Source: an optimization exercise on an open RTL-to-GDS flow (aim: small area, a short achievable clock period and few clock cycles per item). Production flows keep margins and buffers that such runs may drop. The RTL was checked by simulation tests, not by an equivalence proof against the original design. No activity file was given, so power comes from the tool's default toggle rates.

==> flow/config.mk <==
export PLATFORM = sky130hd
export DESIGN_NAME = int_div_top
export DESIGN_NICKNAME = int_div_top
export VERILOG_FILES = /design/flow/design.v
export SDC_FILE = /design/flow/constraint.sdc
export NUM_CORES = 4
export LEC_CHECK = 0
export CAP_MARGIN = 20
export CORE_MARGIN = 2
export CORE_UTILIZATION = 40
export SETUP_SLACK_MARGIN = 1.5
export SLEW_MARGIN = 20
==> flow/constraint.sdc <==
create_clock -name core_clock -period 5.0 [get_ports {clk}]
set_input_delay 1.0000 -clock core_clock [delete_from_list [all_inputs] [get_ports {clk}]]
set_output_delay 1.0000 -clock core_clock [all_outputs]
set_load 0.01 [all_outputs]
==> flow/design.v <==
`timescale 1ns/1ps
`default_nettype none
package div_pkg;
	localparam int DIV_WIDTH = 64;
endpackage
`default_nettype wire
`timescale 1ns/1ps
`default_nettype none
module div_lzc64 (
	input  logic [63:0] x_i,
	output logic [6:0]  cnt_o
);
	logic [63:0] v0;
	logic [31:0] v1; logic [31:0][0:0] c1;
	logic [15:0] v2; logic [15:0][1:0] c2;
	logic [7:0]  v3; logic [7:0][2:0]  c3;
	logic [3:0]  v4; logic [3:0][3:0]  c4;
	logic [1:0]  v5; logic [1:0][4:0]  c5;
	logic        v6; logic [5:0]       c6;
	assign v0 = x_i;
	always_comb begin
		for (int i = 0; i < 32; i++) begin
			v1[i] = v0[2*i+1] | v0[2*i];
			c1[i] = ~v0[2*i+1];
		end
		for (int i = 0; i < 16; i++) begin
			v2[i] = v1[2*i+1] | v1[2*i];
			c2[i] = v1[2*i+1] ? {1'b0, c1[2*i+1]} : {1'b1, c1[2*i]};
		end
		for (int i = 0; i < 8; i++) begin
			v3[i] = v2[2*i+1] | v2[2*i];
			c3[i] = v2[2*i+1] ? {1'b0, c2[2*i+1]} : {1'b1, c2[2*i]};
		end
		for (int i = 0; i < 4; i++) begin
			v4[i] = v3[2*i+1] | v3[2*i];
			c4[i] = v3[2*i+1] ? {1'b0, c3[2*i+1]} : {1'b1, c3[2*i]};
		end
		for (int i = 0; i < 2; i++) begin
			v5[i] = v4[2*i+1] | v4[2*i];
			c5[i] = v4[2*i+1] ? {1'b0, c4[2*i+1]} : {1'b1, c4[2*i]};
		end
		v6 = v5[1] | v5[0];
		c6 = v5[1] ? {1'b0, c5[1]} : {1'b1, c5[0]};
	end
	assign cnt_o = v6 ? {1'b0, c6} : 7'd64;
endmodule
`default_nettype wire
`timescale 1ns/1ps
`default_nettype none
module int_div_top (
	input  wire                clk,
	input  wire                rst_n_i,
	input  logic               req_i,
	input  logic               req_op_i,        
	input  logic [63:0]        req_dividend_i,
	input  logic [63:0]        req_divisor_i,
	output logic               ack_o,
	output logic [63:0]        rsp_quotient_o,
	output logic [63:0]        rsp_remainder_o,
	output logic               rsp_div_by_zero_o
);
	logic       a_neg, b_neg, b_zero, a_pow2;
	logic [6:0] lz_a, lz_b;
	assign a_neg  = ~req_op_i & req_dividend_i[63];
	assign b_neg  = ~req_op_i & req_divisor_i[63];
	assign b_zero = ~|req_divisor_i;
	logic [63:0] y_a, y_b;
	assign y_a = {req_op_i & req_dividend_i[63], req_dividend_i[62:0] ^ req_dividend_i[63:1]};
	assign y_b = {req_op_i & req_divisor_i[63], req_divisor_i[62:0] ^ req_divisor_i[63:1]};
	div_lzc64 i_lz_a (.x_i(y_a), .cnt_o(lz_a));
	div_lzc64 i_lz_b (.x_i(y_b), .cnt_o(lz_b));
	function automatic logic top_above(input logic [63:0] ya, input logic [63:0] yb);
		logic [63:0] va, vb, gt;
		va = ya;
		vb = yb;
		gt = yb & ~ya;
		for (int w = 1; w < 64; w = w * 2) begin
			for (int i = 0; i < 64; i += 2 * w) begin
				gt[i] = va[i + w] ? (vb[i + w] & gt[i + w]) : (vb[i + w] | gt[i]);
				va[i] = va[i + w] | va[i];
				vb[i] = vb[i + w] | vb[i];
			end
		end
		top_above = gt[0];
	endfunction
	assign a_pow2 = a_neg & ~|(~req_dividend_i[63:1] & req_dividend_i[62:0]);
	logic st_idle, st_prep, st_algn, st_step, st_fix, st_done;
	logic        ack_q;
	logic [64:0] r_q;       
	logic [65:0] d_q;       
	logic        cin_q;     
	logic [63:0] q_q;       
	logic [6:0]  lza_q;     
	logic [6:0]  lzb_q;     
	logic        pow2_q;
	logic [6:0]  cnt_q;
	logic [3:0]  srem_q;
	assign cnt_q  = lza_q;
	assign srem_q = lzb_q[3:0];
	logic        a_neg_q;   
	logic        same_q;    
	logic        b_neg_q;
	logic        qneg_q;    
	logic        dbz_q;
	logic [65:0] add_a;
	logic [65:0] s;
	logic        acc;
	function automatic logic [65:0] add66(input logic [65:0] a, input logic [65:0] b, input logic c);
		logic [66:0] g, p;
		g = {a & b, c};
		p = {a ^ b, 1'b0};
		for (int l = 0; l < 7; l++) begin
			for (int i = 0; i < 67; i++) begin
				if ((i >> l) & 1) begin
					g[i] = g[i] | (p[i] & g[((i >> l) << l) - 1]);
					p[i] = p[i] & p[((i >> l) << l) - 1];
				end
			end
		end
		add66 = (a ^ b) ^ g[65:0];
	endfunction
	assign add_a = {r_q[64], r_q};
	assign s     = add66(add_a, d_q, cin_q);
	assign acc   = s[65] ~^ a_neg_q;
	logic [7:0]  k;
	logic [2:0]  k_lo;
	logic [65:0] d_lo;
	logic        sh_big;
	logic [1:0]  sh8;
	logic [65:0] d_hi;
	assign k    = {1'b0, lzb_q} - {1'b0, lza_q} + {7'd0, pow2_q};
	assign k_lo = lzb_q[2:0] - lza_q[2:0] + {2'd0, pow2_q};
	assign d_lo = 66'(({{b_neg_q, b_neg_q, req_divisor_i} ^ {66{same_q}}, {7{same_q}}} << k_lo) >> 7);
	assign sh_big = srem_q[3] | srem_q[2] | (srem_q[1] & srem_q[0]);   
	assign sh8    = sh_big ? 2'd3 : srem_q[1:0];
	assign d_hi   = 66'(({d_q, {24{same_q}}} << {sh8, 3'd0}) >> 24);
	function automatic logic [63:0] below_or(input logic [63:0] x);
		logic [63:0] p;
		p = {x[62:0], 1'b0};
		for (int l = 0; l < 6; l++) begin
			for (int i = 0; i < 64; i++) begin
				if ((i >> l) & 1) p[i] = p[i] | p[((i >> l) << l) - 1];
			end
		end
		below_or = p;
	endfunction
	logic [63:0] q_fix;
	assign q_fix = qneg_q ? (q_q ^ below_or(q_q)) : q_q;
	logic last;
	logic start;
	assign last  = (cnt_q == 7'd0);
	assign start = st_idle & req_i;
	logic a_short;
	assign a_short = ~a_pow2 & top_above(y_a, y_b);
	always_ff @(posedge clk or negedge rst_n_i) begin
		if (!rst_n_i) begin
			st_idle <= 1'b1;
			st_prep <= 1'b0;
			st_algn <= 1'b0;
			st_step <= 1'b0;
			st_fix  <= 1'b0;
			st_done <= 1'b0;
			ack_q   <= 1'b0;
		end else begin
			st_idle <= (st_idle & ~req_i) | (st_done & ~req_i);
			st_prep <= start & ~a_short;
			st_algn <= (st_prep & ~dbz_q & ~k[7] & (k[6:3] != 4'd0)) | (st_algn & sh_big & (srem_q != 4'd3));
			st_step <= (st_prep & ~dbz_q & ~k[7] & (k[6:3] == 4'd0)) | (st_algn & ~(sh_big & (srem_q != 4'd3))) |
				(st_step & ~last);
			st_fix  <= st_step & last & (a_neg_q | qneg_q);
			st_done <= (start & a_short) | (st_prep & (dbz_q | k[7])) | (st_step & last & ~a_neg_q & ~qneg_q) |
				st_fix | (st_done & req_i);
			ack_q   <= (start & a_short) | (st_prep & (dbz_q | k[7])) | (st_step & last & ~a_neg_q & ~qneg_q) |
				st_fix | (st_done & req_i);
		end
	end
	always_ff @(posedge clk) begin
		if (start) begin
			r_q <= {a_neg, req_dividend_i};
		end else if ((st_step & acc) | (st_prep & a_neg_q & ~k[7] & ~dbz_q) | (st_fix & a_neg_q)) begin
			r_q <= s[64:0];
		end
	end
	always_ff @(posedge clk) begin
		if (start) begin
			q_q <= '0;
		end else if (st_prep & dbz_q) begin
			q_q <= '1;
		end else if (st_step) begin
			q_q <= {q_q[62:0], acc};
		end else if (st_fix) begin
			q_q <= q_fix;
		end
	end
	always_ff @(posedge clk) begin
		if (st_prep) begin
			d_q <= d_lo;
		end else if (st_algn) begin
			d_q <= d_hi;
		end else if (st_step) begin
			d_q <= last ? '0 : {d_q[65], d_q[65:1]};
		end else if (st_fix) begin
			d_q <= '0;
		end else begin
			d_q <= '1;
		end
		if (start) begin
			cin_q <= 1'b0;
		end else if (st_prep) begin
			cin_q <= same_q;
		end else if (st_step & last) begin
			cin_q <= 1'b1;
		end
	end
	always_ff @(posedge clk) begin
		pow2_q  <= a_pow2;
		a_neg_q <= a_neg;
		same_q  <= (a_neg == b_neg);
		b_neg_q <= b_neg;
		qneg_q  <= a_neg ^ b_neg;
		if (start) begin
			dbz_q <= b_zero;
		end
		if (start) begin
			lza_q <= lz_a;
			lzb_q <= lz_b;
		end else if (st_prep) begin
			lza_q <= k[6:0];
			lzb_q <= {3'd0, k[6:3]};
		end else if (st_algn) begin
			lzb_q <= {3'd0, srem_q - {2'd0, sh8}};
		end else if (st_step) begin
			lza_q <= lza_q - 7'd1;
		end
	end
	assign ack_o             = ack_q;
	assign rsp_quotient_o    = q_q;
	assign rsp_remainder_o   = r_q[63:0];
	assign rsp_div_by_zero_o = dbz_q;
endmodule
`default_nettype wire
==> flow/flow/run.sh <==
#!/bin/bash
# The standard layout (the standard.sh: standard synthesis, floorplan,
# placement, CTS, routing), with one change: the port buffers that
# buffer_ports inserts on every input and output are buf_2 cells instead of
# the delay cell it picks by default. Make's full output goes to
# flow_make.log here; ORFS's per-step logs stay under orfs/logs/.
set -euo pipefail
bash standard.sh 'BUFFER_PORTS_ARGS=-buffer_cell sky130_fd_sc_hd__buf_2' finish > flow_make.log 2>&1
==> flow/standard.sh <==
#!/bin/bash
# synth_recipe.tcl (not shown) runs the flow's synth.tcl, then flattens the netlist and writes it again
# the make line also repeats each setting of config.mk as NAME=value (left out here)
make -C /OpenROAD-flow-scripts/flow DESIGN_CONFIG=/design/flow/config.mk WORK_HOME=/design/flow/orfs CLKGATE_MAP_FILE= SYNTH_SCRIPT=/design/flow/synth_recipe.tcl "${@:-finish}"
==> results.sh <==
export IMPL_status="finished clean"
export IMPL_required_ns=5.27
export IMPL_grt_overflow_total=0
export IMPL_gp_congestion=1.02
export IMPL_rows=85
export IMPL_die_area_mm2=0.0565
export IMPL_end_kind="flop"
export IMPL_critPathMaxFanout=15
export IMPL_p_comb_share_pct=65.9
export IMPL_wl_mm=95.9
export IMPL_core_mm2=0.0539
export IMPL_final_nets=3220
export IMPL_cts_buffers=28
export IMPL_yosys_warnings=2
export IMPL_vdd_drop_max_mv=0.497
export IMPL_slew_viol_final=0
export IMPL_crit_arrival_ns=3.98
export IMPL_max_slew_margin_rel_pct=33.0
export IMPL_final_layout_size_suffix_gt1_share_pct=17.8
export IMPL_setup_viol=0
export IMPL_antenna_found_initial=24
export IMPL_leakage_nw=10.2
export IMPL_p_int_mw=9.78
export IMPL_fp_dieW_um=238
export IMPL_tightest_slew_ns=1.00
export IMPL_layout_commonest_cell="nand2_1"
export IMPL_rsz0062_at_grt="yes"
export IMPL_clkPwrFrac_pct=11.0
export IMPL_drc=0
export IMPL_synthToLayoutAreaGrowth_pct=14.7
export IMPL_synthCells=2844
export IMPL_drtIter0Drc=2656
export IMPL_async_flop_share_pct=2.70
export IMPL_final_setup_tns_ns=0
export IMPL_r2r_end="r_q[1]"
export IMPL_skew_ns=0.0133
export IMPL_ctsHtreeMaxLevel=1
export IMPL_syn_nets=3103
export IMPL_post_route_min_period_ns=3.70
export IMPL_cp_endpoint="r_q[1]"
export IMPL_post_route_util_pct=46.5
export IMPL_cts_tree="yes"
export IMPL_hold_buffers=0
export IMPL_grt_start_max_net_pins=67
export IMPL_yosysTopAreaCellShare_pct=13.2
export IMPL_clock_latency_ns=0.58
export IMPL_ctsLongestPathBuffers=3
export IMPL_final_cell_mix="nand2_1 (337), buf_2 (261), a21oi_1 (250), nor2_1 (238), o21ai_0 (231)"
export IMPL_synth_edf_count=96
export IMPL_setup_worst_path_class="reg2reg"
export IMPL_yosysTopAreaCell="edfxtp_1"
export IMPL_grt_first_pass_wirelength_mm=140
export IMPL_cp_start_kind="flop"
export IMPL_sw_frac_of_total_pct=48.2
export IMPL_crit_path_start="r_q[12]"
export IMPL_r2r_slack_ns=1.30
export IMPL_first_global_vias=21900
export IMPL_ys_top_cells_by_area="edfxtp_1 (13%), dfxtp_1 (11%), ha_1 (6.8%)"
export IMPL_p_total_mw=18.9
export IMPL_p_per_area_mw_per_mm2=754
export IMPL_hold_path_class="in2async"
export IMPL_ys_flop_type="dfxtp_1"
export IMPL_fmax_mhz=270
export IMPL_clock_sinks=222
export IMPL_cts_clk_slew_worst_paths_ns=0.06
export IMPL_boundaryPins=262
export IMPL_avgSynthCellArea_um2=7.68
export IMPL_wl_per_cell_um=26.0
export IMPL_regToRegStartpoint="r_q[12]"
export IMPL_r2r_cells=13
export IMPL_yosysUniqueCellTypes=87
export IMPL_syn_area_mm2=0.0218
export IMPL_ys_ff_latch=222
export IMPL_first_pass_iters=8
export IMPL_track_usage_pct=32.6
export IMPL_start_util_pct=40.5
export IMPL_vias_per_cell=6.35
export IMPL_hold_viol=0
export IMPL_fin_crit_sh_pct=74.1
export IMPL_port_buffers=261
export IMPL_vias=23500
export IMPL_seqPwrFrac_pct=23.1
export IMPL_die_h_um=238
export IMPL_dp_hpwl_mm=73.7
export IMPL_synth_seq_area_share_pct=24.9
export IMPL_antenna_left=0
export IMPL_root_buffer="clkbuf_16"
export IMPL_switching_power_mw=9.11
export IMPL_cap_violations=0
flip-flops by register name, summed over array words and instances (netlist names):
register  cells
a_neg_q       1
ack_q         1
b_neg_q       1
cin_q         1
d_q          66
dbz_q         1
lza_q         7
lzb_q         7
pow2_q        1
q_q          64
qneg_q        1
r_q          65
same_q        1
st_algn       1
st_fix        1
st_idle       1
st_prep       1
st_step       1
how the worst min path moves through the flow:
| stage | slack, ns | end | cells after the start |
|---|---|---|---|
| after global routing | 0.24 | st_fix | 1 |
| after CTS | 0.24 | ack_q | 1 |
| after global placement | 0.51 | st_idle | 2 |
| after detailed placement | 0.51 | st_idle | 2 |
| after floorplan | 0.48 | d_q[3] | 2 |
| final | 0.25 | st_prep | 1 |
logic make-up after synthesis:
family | Yosys count | synth area share, %
compound gates | 902 | 26.3
simple gates | 889 | 18.8
buf+inv | 418 | 8.29
flops | 222 | 24.9
xor+xnor | 182 | 7.30
fa+ha+maj | 127 | 7.55
mux | 104 | 6.81
per-layer routing:
layer  wire length [um]  global-route usage [%]  vias to the layer above  part of all wire [%]
li1                   -                       -                    10600                     -
met1              40300                    44.6                    11400                    42
met2              41900                    49.8                     1241                    44
met3              10400                    8.76                      200                    11
met4               3260                    10.5                       16                   3.4
met5                 98                       0                        -                  0.10
critical path, stage by stage, from the launching register on:
cell and delay (ns):
edfxtp_1 0.45, ha_4 0.31, o21a_1 0.16, o21bai_4 0.06, a211o_1 0.35, a2111oi_4 0.29
buf_4 0.19, o211ai_1 0.21, a2111oi_4 0.42, o31ai_2 0.10, xnor2_1 0.16, o211ai_1 0.22
buf_6 0.25, buf_12 0.20
power groups by stage:
| stage | combinational [mW] | clock, mW | sequential (mW) |
|---|---|---|---|
| floorplan | 8.46 | 0 | 4.05 |
| global placement | 11.0 | 0 | 4.27 |
| finish | 12.4 | 2.07 | 4.37 |
| global route | 13.5 | 2.15 | 4.47 |
| CTS | 11.8 | 2.08 | 4.33 |
| detailed placement | 11.2 | 0 | 4.31 |
area by class of cell:
cell class | instances | area, um2
tap | 696 | 871
clock buffer | 43 | 858
timing repair buffer | 334 | 2050
multi-input combinational | 2204 | 15100
fill | 5385 | 28900
sequential | 222 | 5460
clock inverter | 7 | 57.6
inverter | 171 | 648
antenna | 17 | 42.5
cells in the mapped netlist, drive strengths merged, types with 73 or more instances:
library cell / n
inv: 169
dfxtp: 120
xnor2: 109
nor2: 243
nand2: 339
o21ai: 240
ha: 119
edfxtp: 96
xor2: 73
clkbuf: 156
a21oi: 255
buf: 91
per-stage QoR:
| stage | cell area (um2) | std cells | hold slack (ns) | setup WS [ns] |
|---|---|---|---|---|
| global route | 25000 | 3686 | 0.242 | 1.18 |
| CTS | 24700 | 3665 | 0.239 | 1.35 |
| global placement | 23300 | 3597 | 0.507 | 0.770 |
| floorplan | 21900 | 2844 | 0.476 | -1.04 |
| finish | 25100 | 3694 | 0.254 | 1.30 |
| detailed placement | 23300 | 3597 | 0.514 | 0.728 |
repair_timing:
| action | 4_1_cts | 5_1_grt |
|---|---|---|
| gates cloned | 2 | 4 |
| pin swaps | 9 | 9 |
| setup endpoints to repair | 139 | 128 |
| endpoints found under the hold margin | 0 | 0 |
| setup buffers | 16 | 8 |
| resized for setup | 49 | 35 |
Testbench counts, summed over its fixed seeds: cycles 82,064, items 8,000.

afterwards: timing with drivers on the ports:
In the flow no input, the clock included, has a driving cell. The finished layout below was timed again as built, in two steps. Step 1: set_driving_cell puts a clkbuf_16 on clk and a buf_2 on each other input, an assumption about the parent block. Step 2 moves the port delays by t, midway between the first and last clock arrival at a register: inputs arrive t later, outputs are due t later. That takes back most of the time a late clock gives input paths. Slacks: ideal ports / drivers / drivers and shift; pairs: ideal ports / drivers.
t (ns): 0.638
slack for setup (ns): 1.296 / 1.296 / 1.016
worst hold slack (ns): 0.254 / 0.213 / 0.526
latest minus earliest clock arrival (ns): 0.014 / 0.014
worst slew at a driven data input, ns: 0.15
After both steps setup and hold are still met in this run. The setup slack of this run moves by 0.000 ns with the drivers and by -0.280 ns with both steps.
